Source: an optimization exercise on an open RTL-to-GDS flow (aim: small area, a short achievable clock period and few clock cycles per item). Production flows keep margins and buffers that such runs may drop. In this exercise RTL edits were held to simulation tests only and were not proved equivalent to the original. Power is estimated from default activity; no workload was simulated.

==> flow/design.v <==
module alu_mc (
  input  logic        cpu_clk,
  input  logic        cpu_rst,
  input  logic        in_valid,
  output logic        in_ready,
  input  logic [4:0]  alu_op,
  input  logic [31:0] A,
  input  logic [31:0] B,
  input  logic        flush,
  output logic        out_valid,
  input  logic        out_ready,
  output logic [31:0] res,
  output logic        zero,
  output logic        less
);
  localparam logic [2:0] S_IDLE = 3'd0, S_SGL = 3'd1, S_MUL = 3'd2, S_DPREP = 3'd3,
                         S_DPREP2 = 3'd4, S_DIV = 3'd5, S_DPOST = 3'd6;
  logic [2:0]  st;
  logic        ov;
  logic        fin_ok_q;       
  logic [31:0] res_q;
  logic        less_q, lessx_q;
  logic [4:0]  op_q;
  logic [35:0] x_q;            
  logic [33:0] y_q;            
  logic [31:0] h_q, l_q;       
  logic [4:0]  cnt_q;
  logic [5:0]  bd_q;           
  logic        xs_q;           
  logic        swap_q;         
  logic        mhi_q;          
  logic [5:0]  za_q, zb_q;     
  logic        dsa_q, rem_q, qneg_q, rneg_q;    
  assign res       = res_q;
  assign zero      = (res_q == 32'd0);
  assign less      = less_q;
  assign out_valid = ov;
  function automatic logic [3:0] top_nib(input logic [31:0] v, input logic sgn);
    logic s;
    s = sgn & v[31];
    top_nib = 4'd8;
    for (int j = 7; j >= 0; j--)
      if (((v ^ {32{s}}) >> (4*j+3)) == 32'd0) top_nib = 4'(j);
  endfunction
  function automatic logic [4:0] nib_at(input logic [31:0] v, input logic sgn, input logic [3:0] j);
    logic [39:0] e;
    e = {{7{sgn & v[31]}}, v, 1'b0};
    nib_at = e[{j, 2'b00} +: 5];
  endfunction
  function automatic logic [5:0] booth(input logic [4:0] c);
    booth[0] = c[1] ^ c[0];
    booth[1] = (c[2] & ~c[1] & ~c[0]) | (~c[2] & c[1] & c[0]);
    booth[2] = c[2];
    booth[3] = c[3] ^ c[2];
    booth[4] = (c[4] & ~c[3] & ~c[2]) | (~c[4] & c[3] & c[2]);
    booth[5] = c[4];
  endfunction
  function automatic logic [5:0] lzc32(input logic [31:0] v);
    logic [15:0] v1; logic [15:0] c1;
    logic [7:0]  v2; logic [15:0] c2;
    logic [3:0]  v3; logic [11:0] c3;
    logic [1:0]  v4; logic [7:0]  c4;
    for (int p = 0; p < 16; p++) begin
      v1[p] = v[2*p+1] | v[2*p];
      c1[p] = ~v[2*p+1];
    end
    for (int p = 0; p < 8; p++) begin
      v2[p] = v1[2*p+1] | v1[2*p];
      c2[2*p +: 2] = v1[2*p+1] ? {1'b0, c1[2*p+1]} : {1'b1, c1[2*p]};
    end
    for (int p = 0; p < 4; p++) begin
      v3[p] = v2[2*p+1] | v2[2*p];
      c3[3*p +: 3] = v2[2*p+1] ? {1'b0, c2[2*(2*p+1) +: 2]} : {1'b1, c2[2*(2*p) +: 2]};
    end
    for (int p = 0; p < 2; p++) begin
      v4[p] = v3[2*p+1] | v3[2*p];
      c4[4*p +: 4] = v3[2*p+1] ? {1'b0, c3[3*(2*p+1) +: 3]} : {1'b1, c3[3*(2*p) +: 3]};
    end
    if (!(v4[1] | v4[0])) lzc32 = 6'd32;
    else lzc32 = v4[1] ? {2'b00, c4[7:4]} : {2'b01, c4[3:0]};
  endfunction
  logic is_mul, is_div, res_free, acc;
  assign is_mul   = (alu_op >= 5'd10) && (alu_op <= 5'd13);
  assign is_div   = (alu_op >= 5'd14) && (alu_op <= 5'd17);
  assign res_free = !ov || out_ready;
  logic        sa_c, sb_c, dsa_c, swap_c;
  logic [3:0]  ja_c, jb_c;
  logic [4:0]  ca_c, cb_c;
  always_comb begin
    sa_c   = (alu_op != 5'd13);
    sb_c   = (alu_op == 5'd10) || (alu_op == 5'd11);
    dsa_c  = (alu_op == 5'd14) || (alu_op == 5'd16);
    ja_c   = top_nib(A, sa_c);
    jb_c   = top_nib(B, sb_c);
    ca_c   = nib_at(A, sa_c, ja_c);
    cb_c   = nib_at(B, sb_c, jb_c);
    swap_c = is_mul && (ja_c < jb_c);
  end
  logic [31:0] xa_c, ya_c, sum_c, sh_c, shin_c, shr_c, alu_c;
  logic [32:0] dif_c;
  logic        shl_c, slt_c;
  logic [63:0] fun_c;
  always_comb begin
    xa_c  = x_q[31:0];
    ya_c  = y_q[31:0];
    sum_c = xa_c + ya_c;
    dif_c = {1'b0, xa_c} - {1'b0, ya_c};
    slt_c = (xa_c[31] ^ ya_c[31]) ? xa_c[31] : dif_c[31];
    shl_c = (op_q == 5'd5);
    for (int i = 0; i < 32; i++) shin_c[i] = shl_c ? xa_c[31-i] : xa_c[i];
    fun_c = {{32{(op_q == 5'd7) & xa_c[31]}}, shin_c} >> ya_c[4:0];
    shr_c = fun_c[31:0];
    for (int i = 0; i < 32; i++) sh_c[i] = shl_c ? shr_c[31-i] : shr_c[i];
    case (op_q)
      5'd0:    alu_c = sum_c;
      5'd1:    alu_c = dif_c[31:0];
      5'd2:    alu_c = xa_c & ya_c;
      5'd3:    alu_c = xa_c | ya_c;
      5'd4:    alu_c = xa_c ^ ya_c;
      5'd5, 5'd6, 5'd7: alu_c = sh_c;
      5'd8:    alu_c = {31'd0, slt_c};
      5'd9:    alu_c = {31'd0, dif_c[32]};
      default: alu_c = 32'd0;
    endcase
  end
  logic [4:0]  cn_c;
  logic [31:0] mc_c, mp_c;
  logic [33:0] xe_c, r0_c, r1_c;
  logic [37:0] lsum_c;
  logic [27:0] hup_c;
  logic [63:0] macc_c;
  always_comb begin
    mc_c = swap_q ? ya_c : xa_c;
    mp_c = swap_q ? xa_c : ya_c;
    cn_c = nib_at(mp_c, 1'b0, cnt_q[3:0] - 4'd1);
    xe_c = {{2{xs_q & mc_c[31]}}, mc_c};
    for (int b = 0; b < 34; b++) begin
      r0_c[b] = ((bd_q[0] & xe_c[b]) | (bd_q[1] & (b == 0 ? 1'b0 : xe_c[b-1]))) ^ bd_q[2];
      r1_c[b] = ((bd_q[3] & xe_c[b]) | (bd_q[4] & (b == 0 ? 1'b0 : xe_c[b-1]))) ^ bd_q[5];
    end
    lsum_c = {2'b0, l_q, 4'd0}
           + {4'd0, ~r0_c[33], r0_c[32:0]}
           + {2'd0, ~r1_c[33], r1_c[32:0], 2'd0}
           + {33'd0, bd_q[5], 1'b0, bd_q[2]}
           + (38'd3 << 33);
    hup_c  = lsum_c[37] ? (h_q[27:0] + 28'd1) : lsum_c[36] ? h_q[27:0] : (h_q[27:0] - 28'd1);
    macc_c = {hup_c, lsum_c[35:0]};
  end
  logic        an_c, bn_c, bz_c, dnone_c;
  logic [31:0] ma_c, mb_c, mv_c;
  logic [7:0]  nq_c;
  logic [3:0]  it_c;
  logic [33:0] dal_c;
  logic        mneg_c;
  always_comb begin
    an_c   = dsa_q & xa_c[31];
    bn_c   = dsa_q & ya_c[31];
    bz_c   = (ya_c == 32'd0);
    mv_c   = (st == S_DPOST) ? (rem_q ? h_q : l_q) : xa_c;
    mneg_c = (st == S_DPOST) ? (rem_q ? rneg_q : qneg_q) : an_c;
    ma_c   = mneg_c ? (~mv_c + 32'd1) : mv_c;
    mb_c   = bn_c ? (~ya_c + 32'd1) : ya_c;
    nq_c    = {2'b0, zb_q} - {2'b0, za_q} + {7'd0, an_c};
    dnone_c = nq_c[7] || bz_c;
    it_c    = (nq_c[6:0] > 7'd31) ? 4'd15 : nq_c[4:1];    
    dal_c   = {2'b0, mb_c} << {it_c, 1'b0};
  end
  logic [36:0] s1_c, s2_c, s3_c;
  logic [31:0] d2_c, ln_c;
  logic        q1_c, q2_c;
  always_comb begin
    s1_c = {5'b0, h_q} - {3'b0, y_q};
    s2_c = {5'b0, h_q} - {2'b0, y_q, 1'b0};
    s3_c = {5'b0, h_q} - {1'b0, x_q};
    if (!s3_c[36])      begin d2_c = s3_c[31:0]; q1_c = 1'b1; q2_c = 1'b1; end
    else if (!s2_c[36]) begin d2_c = s2_c[31:0]; q1_c = 1'b1; q2_c = 1'b0; end
    else if (!s1_c[36]) begin d2_c = s1_c[31:0]; q1_c = 1'b0; q2_c = 1'b1; end
    else                begin d2_c = h_q;        q1_c = 1'b0; q2_c = 1'b0; end
    ln_c = {l_q[29:0], q1_c, q2_c};
  end
  logic [31:0] divres_c;
  logic        dneg_c;
  always_comb begin
    dneg_c = rem_q ? rneg_q : qneg_q;
    if (st == S_DIV)
      divres_c = rem_q ? d2_c : ln_c;
    else if (st == S_DPREP)
      divres_c = rem_q ? xa_c : (bz_c ? 32'hFFFF_FFFF : 32'd0);
    else
      divres_c = ma_c;
  end
  logic sgo_c, mfin_c, dfin_c, dlast_c, fin_c, xfree_c;
  logic [2:0] st_n;
  logic [4:0] cnt_n;
  assign dlast_c  = (cnt_q == 5'd0);
  assign sgo_c    = (st == S_SGL) && res_free;
  assign mfin_c   = (st == S_MUL) && (cnt_q[3:0] == 4'd0) && res_free;
  assign dfin_c   = res_free && ((st == S_DPOST) ||
                                 (st == S_DPREP && dnone_c) ||
                                 (st == S_DIV && dlast_c && !dneg_c));
  assign fin_c    = sgo_c || mfin_c || dfin_c;
  assign xfree_c  = (st == S_IDLE) || (res_free && fin_ok_q);
  assign in_ready = xfree_c;
  assign acc      = in_valid && xfree_c && !flush;
  always_comb begin
    st_n = st;
    if (acc)
      st_n = is_mul ? S_MUL : is_div ? S_DPREP : S_SGL;
    else if (fin_c)
      st_n = S_IDLE;
    else case (st)
      S_DPREP:  if (!dnone_c) st_n = S_DPREP2;
      S_DPREP2: st_n = S_DIV;
      S_DIV:    if (dlast_c) st_n = S_DPOST;
      default: ;
    endcase
  end
  always_ff @(posedge cpu_clk) begin
    if (cpu_rst || flush) begin
      st       <= S_IDLE;
      ov       <= 1'b0;
      fin_ok_q <= 1'b0;
    end else begin
      if (ov && out_ready) ov <= 1'b0;
      if (fin_c) ov <= 1'b1;
      st <= st_n;
      cnt_n = acc ? {1'b0, (swap_c ? ja_c : jb_c)} :
              (st == S_MUL && !mfin_c && cnt_q[3:0] != 4'd0) ? cnt_q - 5'd1 :
              (st == S_DIV) ? cnt_q - 5'd1 :
              (st == S_DPREP) ? {1'b0, it_c} : cnt_q;
      case (st_n)
        S_SGL:   fin_ok_q <= 1'b1;
        S_MUL:   fin_ok_q <= (cnt_n[3:0] == 4'd0);
        S_DPOST: fin_ok_q <= 1'b1;
        S_DIV:   fin_ok_q <= (cnt_n == 5'd0) &&
                             !(acc ? 1'b0 : dneg_c);
        default: fin_ok_q <= 1'b0;
      endcase
    end
  end
  always_ff @(posedge cpu_clk) begin
    if (acc) begin
      op_q    <= alu_op;
      x_q     <= {4'd0, A};
      y_q     <= {2'd0, B};
      swap_q  <= swap_c;
      h_q     <= 32'd0;
      l_q     <= 32'd0;
      cnt_q   <= {1'b0, (swap_c ? ja_c : jb_c)};
      bd_q    <= booth(swap_c ? ca_c : cb_c);
      xs_q    <= swap_c ? sb_c : sa_c;
      mhi_q   <= (alu_op != 5'd10);
      za_q    <= lzc32((dsa_c & A[31]) ? ~A : A);
      zb_q    <= lzc32((dsa_c & B[31]) ? ~B : B);
      dsa_q   <= dsa_c;
      rem_q   <= (alu_op >= 5'd16);
      qneg_q  <= dsa_c && (A[31] ^ B[31]);
      rneg_q  <= dsa_c && A[31];
    end else if (st == S_MUL) begin
      if (cnt_q[3:0] != 4'd0 || res_free) begin
        {h_q, l_q} <= macc_c;
        cnt_q      <= cnt_q - 5'd1;
        bd_q       <= booth(cn_c);
      end
    end else if (st == S_DPREP) begin
      lessx_q <= slt_c;
      if (!dnone_c) begin
        h_q    <= ma_c;
        y_q    <= dal_c;
        cnt_q  <= {1'b0, it_c};
      end
    end else if (st == S_DPREP2) begin
      x_q   <= {2'b0, y_q} + {1'b0, y_q, 1'b0};
    end else if (st == S_DIV) begin
      h_q   <= d2_c;
      l_q   <= ln_c;
      y_q   <= {2'b0, y_q[33:2]};
      x_q   <= {2'b0, x_q[35:2]};
      cnt_q <= cnt_q - 5'd1;
    end
    if (fin_c) begin
      if (st == S_SGL || st == S_DPREP || st == S_MUL) less_q <= slt_c;
      else                                              less_q <= lessx_q;
      if (st == S_SGL)      res_q <= alu_c;
      else if (st == S_MUL) res_q <= mhi_q ? macc_c[63:32] : macc_c[31:0];
      else                  res_q <= divres_c;
    end
  end
endmodule
==> flow/run.sh <==
#!/bin/bash
# synth_recipe.tcl (not shown) runs the flow's synth.tcl, then flattens the netlist and writes it again
# the make line also repeats each setting of config.mk as NAME=value (left out here)
make -C /OpenROAD-flow-scripts/flow DESIGN_CONFIG=/design/flow/config.mk WORK_HOME=/design/flow/orfs CLKGATE_MAP_FILE= SYNTH_SCRIPT=/design/flow/synth_recipe.tcl finish
==> flow/config.mk <==
export PLATFORM = sky130hd
export DESIGN_NAME = alu_mc
export DESIGN_NICKNAME = alu_mc
export VERILOG_FILES = /design/flow/design.v
export SDC_FILE = /design/flow/constraint.sdc
export NUM_CORES = 4
export LEC_CHECK = 0
export CAP_MARGIN = 20
export CORE_MARGIN = 2
export CORE_UTILIZATION = 40
export SETUP_SLACK_MARGIN = 4.5
export SLEW_MARGIN = 20
==> flow/constraint.sdc <==
create_clock -name core_clock -period 10.0 [get_ports {cpu_clk}]
set_input_delay 2.0000 -clock core_clock [delete_from_list [all_inputs] [get_ports {cpu_clk}]]
set_output_delay 2.0000 -clock core_clock [all_outputs]
set_load 0.01 [all_outputs]
==> run summary <==
outcome=complete, no violations; WP data arrival=5.96 ns; Crit Path Category=reg -> reg; Final Non-Filler Cells=6694; CTS Buf Count=35; core area=0.09501 mm²; period utilisation layout=0.5684; register area=0.005488 mm²; Critical Path Sink Type=flip-flop; CTS Hold Bufs=0; Vias=46590; grt total ovfl=0; Initial Util=0.4042; Crit. Startpoint=y_q[2]; Min-Delay Path Class=reg -> reg; Worst slew margin=0.1177; Synth Instances=~5300; via/cell ratio=6.960; syn nets=between 5000 and 6000; Worst R2R Start=y_q[2]; Clock Path Buffers=3; Post-layout nets=5850; CP required=between 10 and 15 ns; Leakage=18.23 nW; Design Area, Final=between 0.04 and 0.05 mm²; vias in the first global route=41430; worst skew pair latency=0.60 ns; startpoint types=flip-flop; initial antenna violation count=19; clock sinks=208; post-synth cell types=between 90 and 100; pin count of the biggest net entering global routing=81; Final Skew=between 0.03 and 0.04 ns; maximum vdd ir drop=134.5 µV; Worst-path clk slew=0.05 ns; placed cell count=6472; layout cells sized above 1=0.1438; residual DRC count=0; RePlAce Congestion=~1.1; GRT Total Usage=0.4618; Starting DRT DRC Count=around 6700; root buf cell=clkbuf_16; global-route wire length before repair=325300 µm; port bufs=109; Std-Cell Rows=113; number of routed nets with antenna violations=0; Max-Cap Viols=0; CP Max Fanout=17; H-tree depth=2; FMAX=0.1759 GHz; FILL cells=slightly below 10000; Synth Register Bits=between 200 and 250; area of the multi-input gates=about 0.032 mm²; wire length per cell=35.58 µm; CTS tree=done; hold path start=l_q[10]; First-pass DRT Iterations=6; final hold violation count=0; Post-Syn Area=0.03841 mm²; Core Util, Final=0.4818; min Tclk post-route=5.684 ns; final wirelength=roughly 240000 µm; Die W=~310 µm; Worst Tran Pin Value=between 1 and 1.5 ns; final setup TNS=0 ns; fraction of registers with async set/reset=0; # setup viols final=0; Post-synth EDFFs=between 100 and 150; Synth-to-Final Area Change=19.19%; power density over the cells=133.8 mW/mm²; predominant post-synthesis flop cell=edfxtp_1; register area share after synthesis=0.1428; RSZ-0062 raised after global routing=yes; Syn Area/Cell=7.277 µm²; Yosys warning total=1; die area=0.09851 mm²; Ports=110; DP Wirelength=180000 µm; Cell Area, Placed=0.04127 mm²; Slew Limit Fails=0; Die Span Y=313.9 µm
-- what timing repair did --
action | CTS | global route
setup endpoints to repair | 100 | 111
resized for setup | 207 | 242
setup buffers | 67 | 69
hold endpoints to repair | 0 | 0
pin swaps | 18 | 76
cloned | 3 | 6
-- sequential cells by signal, indices dropped and copies added, names as in the netlist, 6 cells and up --
| register | flops |
|---|---|
| h_q | 32 |
| y_q | 34 |
| res_q | 32 |
| zb_q | 6 |
| x_q | 36 |
| za_q | 6 |
| bd_q | 6 |
| l_q | 32 |
-- final timing paths --
kind,slack (ns),cells after the start,to
setup / recovery,4.32,23,res_q[9]
hold / removal,0.48,2,l_q[10]
setup reg to reg,4.32,23,res_q[9]
hold reg to reg,0.48,2,l_q[10]
-- where the power goes --
group,switching (W),internal (W),total (W)
Clock,0.000542,0.000823,0.00137
Combinational,0.00237,0.00138,0.00375
Sequential,0.0000538,0.000961,0.00102
-- synthesized netlist by cell type, drive strengths merged, types with 86 or more instances --
cell,n,share of area
a21oi,519,0.068
o21ai,412,0.054
mux2i,167,0.044
xor2,134,0.031
nand3,121,0.016
a21o,115,0.022
nand2,497,0.049
ha,347,0.11
a211oi,121,0.024
a31oi,86,0.014
nor3,121,0.016
xnor2,171,0.039
inv,271,0.026
clkbuf,316,0.031
a22oi,104,0.020
nor2,450,0.044
edfxtp,132,0.10
-- placed cells by master, fill, tap and decap left out, drive strengths merged, types with 104 or more instances in the layout --
| master | count |
|---|---|
| o21ai | 412 |
| nor3 | 121 |
| buf | 321 |
| mux2i | 167 |
| xor2 | 134 |
| a211oi | 121 |
| a21o | 115 |
| xnor2 | 171 |
| edfxtp | 132 |
| ha | 347 |
| nor2 | 450 |
| inv | 243 |
| a22oi | 104 |
| a21oi | 519 |
| nand2 | 497 |
| nand3 | 121 |
-- critical path: stages, from the launching register on --
cell and delay [ns]:
edfxtp_1 0.56, buf_6 0.29, nand2_1 0.13, o21ai_4 0.11
a22oi_2 0.11, xor2_1 0.18, fa_1 0.52, inv_1 0.07
ha_4 0.25, ha_4 0.27, o21ai_1 0.10, o211ai_1 0.42
nand3_2 0.18, a311o_1 0.43, and2_4 0.19, a311oi_4 0.28
buf_12 0.20, nor4_4 0.05, buf_4 0.18, buf_4 0.13
a22oi_2 0.25, xnor2_2 0.13, a211oi_2 0.22, o32ai_2 0.10
-- cell type report --
| cell class | instances | share of cell area |
|---|---|---|
| multi-input cells | 4435 | 0.7047 |
| flip-flops and latches | 208 | 0.1199 |
| repair buffers | 435 | 0.08798 |
| clock buffers | 42 | 0.02107 |
| repair inverters | 1 | 0.0001093 |
| well taps | 1265 | 0.03457 |
| inverters | 274 | 0.02512 |
| clock inverters | 22 | 0.005931 |
| diodes | 12 | 0.0006559 |
-- metrics by stage --
step	total power, W	setup slack (ns)	hold slack, ns
6_report	0.006127	4.316	0.4756
2_1_floorplan	0.002907	4.413	0.4458
3_3_place_gp	0.004043	2.941	0.4644
4_1_cts	0.005611	4.477	0.4733
3_5_place_dp	0.004030	2.843	0.4680
5_1_grt	0.006328	4.254	0.4940
-- per-layer routing --
layer	vias up	part of all wire	global-route usage
met5	-	0.00027	0
met4	10	0.075	0.2839
met3	664	0.14	0.1436
met2	3411	0.39	0.6300
met1	22610	0.40	0.6277
li1	19900	-	-
-- kinds of logic (layout without fill, tap and decap cells) --
group / Yosys count / in the layout / share of synthesized area
adders and majority gates: 386 / 386 / 0.1334
and+or+nand+nor: 1612 / 1612 / 0.1972
other: 0 / 12 / 0
muxes: 231 / 231 / 0.07548
xor gates and xnor gates: 305 / 305 / 0.06955
AOI/OAI and AO/OA: 1901 / 1901 / 0.3186
DFF: 208 / 208 / 0.1428
buffers and inverters: 635 / 774 / 0.06300
Testbench counts, summed over its fixed seeds: cycles 9,671, items 3,200.

==> re-timing with driven ports <==
How much do the figures lean on ideal ports? The routed layout below was timed once more, with nothing changed but the port constraints. Step 1 sets driving cells, clkbuf_16 on the clock port and buf_2 on the other inputs (assumed; they add their load-dependent delay and slew). Step 2, shift: input delay + t, output delay - t, t = (earliest + latest rising clock arrival at the registers) / 2. This alone moves slack from input paths to output paths. Slacks: no drivers / after step 1 / after step 2; pairs: no drivers / after step 1.
t, ns: 0.655
setup WS [ns]: 4.316 / 4.316 / 4.043
worst hold slack (ns): 0.476 / 0.476 / 0.476
latest minus earliest clock arrival (ns): 0.038 / 0.038
After both steps setup and hold are still met in this run. The setup slack of this run moves by 0.000 ns with the drivers and by -0.273 ns with both steps.
